What follows belongs to an exercise in optimizing a design on an open flow for small area; a production flow would make more cautious choices. Function was checked by simulation only, so behaviour that the tests miss may differ from the original.

==> run G <==
Design vecdot9, start of the top module:
module vecdot9 (
  input  logic                clk,
  input  logic                reset,
  input  logic                en,
  input  vecdot_pkg::sample_t hin,
  input  logic                hin_valid,
  input  vecdot_pkg::sample_t xin,
  input  logic                xin_valid,
  output vecdot_pkg::sample_t dout,
  output logic                dout_valid,
  output logic                sat
);
==> flow/config.mk <==
export PLATFORM = sky130hd
export DESIGN_NAME = vecdot9
export DESIGN_NICKNAME = vecdot9
export VERILOG_FILES = /design/flow/design.v
export SDC_FILE = /design/flow/constraint.sdc
export NUM_CORES = 4
export LEC_CHECK = 0
export ABC_AREA = 1
export CAP_MARGIN = 20
export CORE_MARGIN = 2
export CORE_UTILIZATION = 60
export CTS_CLUSTER_DIAMETER = 100
export CTS_CLUSTER_SIZE = 30
export GPL_TIMING_DRIVEN = 0
export SLEW_MARGIN = 20
==> flow/constraint.sdc <==
create_clock -name core_clock -period 8.0 [get_ports {clk}]
set_input_delay 1.6000 -clock core_clock [delete_from_list [all_inputs] [get_ports {clk}]]
set_output_delay 1.6000 -clock core_clock [all_outputs]
set_load 0.01 [all_outputs]
standard.sh (not shown) runs the stock make flow with config.mk's settings and CLKGATE_MAP_FILE= SYNTH_SCRIPT=/design/flow/synth_recipe.tcl, a recipe that flattens the netlist after the stock synthesis.
==> flow/flow/run.sh <==
#!/bin/bash
# The standard layout with three changes:
#  - synthesis skips the generic ABC pass inside Yosys's synth command and maps
#    through an area-oriented ABC script (flow/abc_area.script)
#    in place of ORFS's; ORFS's other scripts are used unchanged;
#  - every port still gets its own buffer, of the smallest buffer cell;
#  - clock tree synthesis inserts no dummy loads.
set -euo pipefail
here=$(pwd)
rm -rf "$here/scripts_abc"
cp -r "$FLOW_HOME/scripts" "$here/scripts_abc"
cp "$here/flow/abc_area.script" "$here/scripts_abc/abc_area.script"
bash standard.sh SCRIPTS_DIR="$here/scripts_abc" "SYNTH_ARGS=-noabc" synth > "$here/synth.log" 2>&1
bash standard.sh \
  "BUFFER_PORTS_ARGS=-buffer_cell sky130_fd_sc_hd__buf_1" \
  "CTS_ARGS=-sink_clustering_enable -repair_clock_nets -sink_clustering_size 30 -sink_clustering_max_diameter 100 -dont_use_dummy_load" \
  finish > "$here/layout.log" 2>&1
==> flow/flow/abc_area.script <==
strash
ifraig
dc2
dch -f
amap
topo
stime -c
upsize -c
dnsize -c
==> run C: changes against run G <==
Settings changed: CORE_UTILIZATION 60 to 70, SETUP_SLACK_MARGIN from default to -0.3.
==> flow_summary.toml <==
[outcome]
status = "timing/DRC/antenna clean"

[min_path]
worstHoldEndpoint = "kcur_q[0]"

[power]
p_sw_share_pct = 39.7

[die]
dieArea_mm2 = 0.0384
die_h_um = 196
tap-cell-count = 468

[cells_and_area]
fin_util_pct = 67.0
layout_common_cells = "451 x edfxtp_1, 154 x nand2_1, 128 x fa_1"
multi_input_area_mm2 = 0.00810

[route]
detail_route.iter0.violations = 1633
via_per_inst = 6.48

[sta]
fmax_mhz = 132
# the run above: run G

==> flow_summary.toml <==
[sta]
fmax_mhz = 128

[cells_and_area]
layout_common_cells = "451 x edfxtp_1, 155 x nand2_1, 128 x fa_1"
multi_input_area_mm2 = 0.00805

[grt]
met3_usage_pct = 3.65

[power]
p_sw_share_pct = 39.9
seqPwrFrac_pct = 32.4

[min_path]
worstHoldEndpoint = "kcur_q[77]"

[die]
io-pin-count = 55

[route]
detail_route.iter0.violations = 1932
via_per_inst = 6.84

[outcome]
status = "timing/DRC/antenna clean"
# the run above: run C


==> xenon: inputs <==
vecdot9, a different RTL version from the one above (not shown whole).
==> module vecdot9, before the edit <==
module vecdot9 (
  input  logic                clk,
  input  logic                reset,
  input  logic                en,
  input  vecdot_pkg::sample_t hin,
  input  logic                hin_valid,
  input  vecdot_pkg::sample_t xin,
  input  logic                xin_valid,
  output vecdot_pkg::sample_t dout,
  output logic                dout_valid,
  output logic                sat
);
  localparam int W = 16;
  localparam int N = 9;
  localparam int AW = 2*W + 3;
  logic [N*W-1:0]     xslot_q;
  logic [(N-1)*W-1:0] kpart_q;
  logic [N*W-1:0]     kcur_q;
  logic               kzero_q;
  logic [3:0]         fcnt_q;
  logic [3:0]         kcnt_q;
  logic [N-1:0]       step_q;
  logic               vld_q;
  logic [AW-1:0]      acc_q;
  logic x_acc, h_acc, f_done, k_done, busy;
  assign x_acc  = en && xin_valid;
  assign h_acc  = en && hin_valid;
  assign f_done = x_acc && (fcnt_q == 4'd8);
  assign k_done = h_acc && (kcnt_q == 4'd8);
  assign busy   = |step_q;
  always_ff @(posedge clk) begin
    if (reset) begin
      fcnt_q <= '0;
    end else if (x_acc) begin
      fcnt_q <= (fcnt_q == 4'd8) ? 4'd0 : fcnt_q + 4'd1;
    end
  end
  always_ff @(posedge clk) begin
    if (reset) begin
      kcnt_q <= '0;
    end else if (h_acc) begin
      kcnt_q <= (kcnt_q == 4'd8) ? 4'd0 : kcnt_q + 4'd1;
    end
  end
  always_ff @(posedge clk) begin
    for (int i = 0; i < N; i++) begin
      if (x_acc && fcnt_q == 4'(i)) begin
        xslot_q[i*W +: W] <= xin;
      end
    end
  end
  always_ff @(posedge clk) begin
    if (h_acc) begin
      kpart_q <= {hin, kpart_q[(N-1)*W-1:W]};
    end
  end
  always_ff @(posedge clk) begin
    if (k_done) begin
      kcur_q <= {hin, kpart_q};
    end
  end
  always_ff @(posedge clk) begin
    if (reset) begin
      kzero_q <= 1'b1;
    end else if (k_done) begin
      kzero_q <= 1'b0;
    end
  end
  logic signed [W-1:0]    x_op;
  logic signed [W-1:0]    k_op;
  always_comb begin
    x_op = '0;
    k_op = '0;
    for (int i = 0; i < N; i++) begin
      x_op = x_op | (xslot_q[i*W +: W] & {W{step_q[i]}});
      k_op = k_op | (kcur_q[i*W +: W] & {W{step_q[i]}});
    end
    if (kzero_q) k_op = '0;
  end
  localparam int NR = W/2;
  logic [W:0]          xb;
  logic [NR-1:0]       b_one, b_two, b_neg;
  logic [NR*(W+1)-1:0] rows;
  logic [AW-1:0]       acc_in;
  logic [AW-1:0]       acc_sum;
  assign xb = {x_op, 1'b0};
  always_comb begin
    for (int j = 0; j < NR; j++) begin
      b_one[j] = xb[2*j+1] ^ xb[2*j];
      b_two[j] = (xb[2*j+2] & ~xb[2*j+1] & ~xb[2*j]) | (~xb[2*j+2] & xb[2*j+1] & xb[2*j]);
      b_neg[j] = xb[2*j+2];
      for (int i = 0; i <= W; i++) begin
        rows[j*(W+1)+i] = ((b_one[j] & (i == W ? k_op[W-1] : k_op[i])) |
                           (b_two[j] & (i == 0 ? 1'b0 : k_op[i-1]))) ^ b_neg[j];
      end
    end
  end
  mac_tree u_tree (
    .rows    (rows),
    .b_neg   (b_neg),
    .acc_in  (acc_in),
    .acc_sum (acc_sum)
  );
  always_ff @(posedge clk) begin
    if (reset) begin
      step_q <= '0;
    end else if (en) begin
      step_q <= {step_q[N-2:0], f_done};
    end
  end
  always_ff @(posedge clk) begin
    if (reset) begin
      vld_q <= 1'b0;
    end else if (en) begin
      vld_q <= step_q[N-1];
    end
  end
  localparam logic [AW-1:0] START = AW'(35'd512 - 35'd9 * 35'h0_5555_0000);
  assign acc_in = step_q[0] ? START : acc_q;
  always_ff @(posedge clk) begin
    if (en && busy) begin
      acc_q <= acc_sum;
    end
  end
  logic pos_ovf, neg_ovf;
  assign pos_ovf = !acc_q[AW-1] && (|acc_q[AW-2:W+10-1]);
  assign neg_ovf =  acc_q[AW-1] && !(&acc_q[AW-2:W+10-1]);
  always_comb begin
    if (pos_ovf)      dout = {1'b0, {(W-1){1'b1}}};
    else if (neg_ovf) dout = {1'b1, {(W-1){1'b0}}};
    else              dout = acc_q[10 +: W];
  end
  assign sat        = pos_ovf || neg_ovf;
  assign dout_valid = vld_q;
endmodule
Settings: LEC_CHECK=0, ABC_AREA=1, CAP_MARGIN=20, CORE_MARGIN=2, CORE_UTILIZATION=60, CTS_CLUSTER_DIAMETER=100, CTS_CLUSTER_SIZE=30, GPL_TIMING_DRIVEN=0, SLEW_MARGIN=20; clock period 8.0 ns.
==> flow/flow/run.sh <==
#!/bin/bash
# The standard layout with three changes:
#  - synthesis maps through an area-oriented ABC script (flow/abc_area.script)
#    in place of ORFS's; ORFS's other scripts are used unchanged;
#  - every port still gets its own buffer, of the smallest buffer cell;
#  - clock tree synthesis inserts no dummy loads.
set -euo pipefail
here=$(pwd)
rm -rf "$here/scripts_abc"
cp -r "$FLOW_HOME/scripts" "$here/scripts_abc"
cp "$here/flow/abc_area.script" "$here/scripts_abc/abc_area.script"
bash standard.sh SCRIPTS_DIR="$here/scripts_abc" synth > "$here/synth.log" 2>&1
bash standard.sh \
  "BUFFER_PORTS_ARGS=-buffer_cell sky130_fd_sc_hd__buf_1" \
  "CTS_ARGS=-sink_clustering_enable -repair_clock_nets -sink_clustering_size 30 -sink_clustering_max_diameter 100 -dont_use_dummy_load" \
  finish > "$here/layout.log" 2>&1
==> flow/flow/abc_area.script <==
strash
&get -n
&st
&dch
&nf -R 1000
&put
topo
stime -c
upsize -c
dnsize -c
==> indigo (differences from xenon) <==
--- a/flow/design.v
+++ b/flow/design.v
@@ -571,7 +571,7 @@
   logic               kzero_q;
   logic [3:0]         fcnt_q;
   logic [3:0]         kcnt_q;
-  logic [N-1:0]       step_q;
+  logic [3:0]         pidx_q;
   logic               vld_q;
   logic [AW-1:0]      acc_q;
   logic x_acc, h_acc, f_done, k_done, busy;
@@ -579,7 +579,7 @@
   assign h_acc  = en && hin_valid;
   assign f_done = x_acc && (fcnt_q == 4'd8);
   assign k_done = h_acc && (kcnt_q == 4'd8);
-  assign busy   = |step_q;
+  assign busy   = (pidx_q <= 4'd8);
   always_ff @(posedge clk) begin
     if (reset) begin
       fcnt_q <= '0;
@@ -620,12 +620,14 @@
   end
   logic signed [W-1:0]    x_op;
   logic signed [W-1:0]    k_op;
+  logic [N-1:0] psel;
   always_comb begin
+    for (int i = 0; i < N; i++) psel[i] = (pidx_q == 4'(i));
     x_op = '0;
     k_op = '0;
     for (int i = 0; i < N; i++) begin
-      x_op = x_op | (xslot_q[i*W +: W] & {W{step_q[i]}});
-      k_op = k_op | (kcur_q[i*W +: W] & {W{step_q[i]}});
+      x_op = x_op | (xslot_q[i*W +: W] & {W{psel[i]}});
+      k_op = k_op | (kcur_q[i*W +: W] & {W{psel[i]}});
     end
     if (kzero_q) k_op = '0;
   end
@@ -655,20 +657,24 @@
   );
   always_ff @(posedge clk) begin
     if (reset) begin
-      step_q <= '0;
+      pidx_q <= 4'd9;
     end else if (en) begin
-      step_q <= {step_q[N-2:0], f_done};
+      if (f_done) begin
+        pidx_q <= 4'd0;
+      end else if (busy) begin
+        pidx_q <= pidx_q + 4'd1;
+      end
     end
   end
   always_ff @(posedge clk) begin
     if (reset) begin
       vld_q <= 1'b0;
     end else if (en) begin
-      vld_q <= step_q[N-1];
+      vld_q <= (pidx_q == 4'd8);
     end
   end
   localparam logic [AW-1:0] START = AW'(35'd512 - 35'd9 * 35'h0_5555_0000);
-  assign acc_in = step_q[0] ? START : acc_q;
+  assign acc_in = (pidx_q == 4'd0) ? START : acc_q;
   always_ff @(posedge clk) begin
     if (en && busy) begin
       acc_q <= acc_sum;
==> flow/run.sh (new file) <==
#!/bin/bash
# synth_recipe.tcl (not shown) runs the flow's synth.tcl, then flattens the netlist and writes it again
# the make line also repeats each setting of config.mk as NAME=value (left out here)
make -C /OpenROAD-flow-scripts/flow DESIGN_CONFIG=/design/flow/config.mk WORK_HOME=/design/flow/orfs CLKGATE_MAP_FILE= SYNTH_SCRIPT=/design/flow/synth_recipe.tcl finish
--- a/flow/config.mk
+++ b/flow/config.mk
@@ -8,8 +8,6 @@
 export ABC_AREA = 1
 export CAP_MARGIN = 20
 export CORE_MARGIN = 2
-export CORE_UTILIZATION = 60
-export CTS_CLUSTER_DIAMETER = 100
-export CTS_CLUSTER_SIZE = 30
-export GPL_TIMING_DRIVEN = 0
+export CORE_UTILIZATION = 45
+export CTS_BUF_LIST = sky130_fd_sc_hd__clkbuf_8
 export SLEW_MARGIN = 20
removed: flow/flow/run.sh
removed: flow/flow/abc_area.script
removed: flow/standard.sh
==> cedar (differences from xenon) <==
==> flow/flow/run.sh (replaced) <==
#!/bin/bash
# The standard layout, with synthesis mapping through an area-oriented ABC
# script (flow/abc_area.script) in place of ORFS's. Everything else is ORFS's
# own scripts, unchanged.
set -euo pipefail
here=$(pwd)
rm -rf "$here/scripts_abc"
cp -r "$FLOW_HOME/scripts" "$here/scripts_abc"
cp "$here/flow/abc_area.script" "$here/scripts_abc/abc_area.script"
bash standard.sh SCRIPTS_DIR="$here/scripts_abc" synth > "$here/synth.log" 2>&1
bash standard.sh > "$here/layout.log" 2>&1
--- a/flow/config.mk
+++ b/flow/config.mk
@@ -8,7 +8,7 @@
 export ABC_AREA = 1
 export CAP_MARGIN = 20
 export CORE_MARGIN = 2
-export CORE_UTILIZATION = 60
+export CORE_UTILIZATION = 45
 export CTS_CLUSTER_DIAMETER = 100
 export CTS_CLUSTER_SIZE = 30
 export GPL_TIMING_DRIVEN = 0
==> impl_metrics.tcl <==
set metrics [dict create \
    clk_latency_ps 600 \
    outcome "timing/DRC/antenna clean" \
    yosys-top-cells-count "451 x edfxtp_1, 132 x clkinv_1, 123 x fa_1, 119 x o22ai_1, 109 x nand2_1" \
    wl_met1_um 22000 \
    syn_inst 1485 \
    power_mw 4.154 \
    gr-usage-met2_pct 30.95 \
    power.leakage_nw 8.470 \
    fillCellCount 4306 \
    multi_input_area_um2 8257 \
    htree_levels 1 \
]
# the run above: cedar

==> impl_metrics.tcl <==
set metrics [dict create \
    yosys-top-cells-count "730 x nand2_1, 451 x edfxtp_1, 283 x inv_1, 234 x nand3_1, 139 x nor2_1" \
    outcome "timing/DRC/antenna clean" \
    power.leakage_nw 11.81 \
    power_mw 7.709 \
    fillCellCount 5010 \
    gr-usage-met2_pct 36.88 \
    clk_latency_ps 660 \
    multi_input_area_um2 9719 \
]
# the run above: indigo

==> impl_metrics.tcl <==
set metrics [dict create \
    multi_input_area_um2 8268 \
    clk_latency_ps 580 \
    outcome "timing/DRC/antenna clean" \
    buffer_area_share_pct 3.530 \
    wl_met1_um 20400 \
    fin_area_um2 24700 \
    yosys-top-cells-count "451 x edfxtp_1, 132 x clkinv_1, 123 x fa_1, 119 x o22ai_1, 109 x nand2_1" \
    power_mw 3.934 \
    fillCellCount 2735 \
    power.leakage_nw 8.251 \
    gr-usage-met2_pct 41.90 \
    syn_nets 1707 \
]
# the run above: xenon

==> port drivers added, routing unchanged <==
No port has a modelled driver above. Below, the same layouts with a new extraction and two added sets of constraints.
Step 1 sets driving cells, clkbuf_16 on the clock port and buf_2 on the other inputs (assumed; they add their load-dependent delay and slew).
Step 2 times the ports against the registers' clock, not the clock port: input delays grow and output delays shrink by t, the midpoint of the rising clock arrivals with the driver on.
Slacks: ideal ports / drivers / drivers and shift; pairs: ideal ports / drivers.
run | t, ns | setup slack, ns | latest minus earliest clock arrival (ns) | slew at the worst register clock pin (ns) | worst data-port slew with drivers (ns)
run G | 0.604 | 0.435 / 0.435 / 0.435 | 0.052 / 0.052 | 0.11 / 0.11 | 0.08
run C | 0.585 | 0.216 / 0.216 / 0.216 | 0.067 / 0.067 | 0.11 / 0.11 | 0.09
xenon | 0.607 | 0.415 / 0.415 / 0.415 | 0.063 / 0.063 | 0.11 / 0.11 | 0.09
indigo | 0.702 | 0.550 / 0.550 / 0.550 | 0.038 / 0.039 | 0.06 / 0.06 | 0.04
cedar | 0.643 | 0.474 / 0.474 / 0.474 | 0.028 / 0.028 | 0.11 / 0.11 | 0.10
After both steps setup and hold are still met in every run listed.
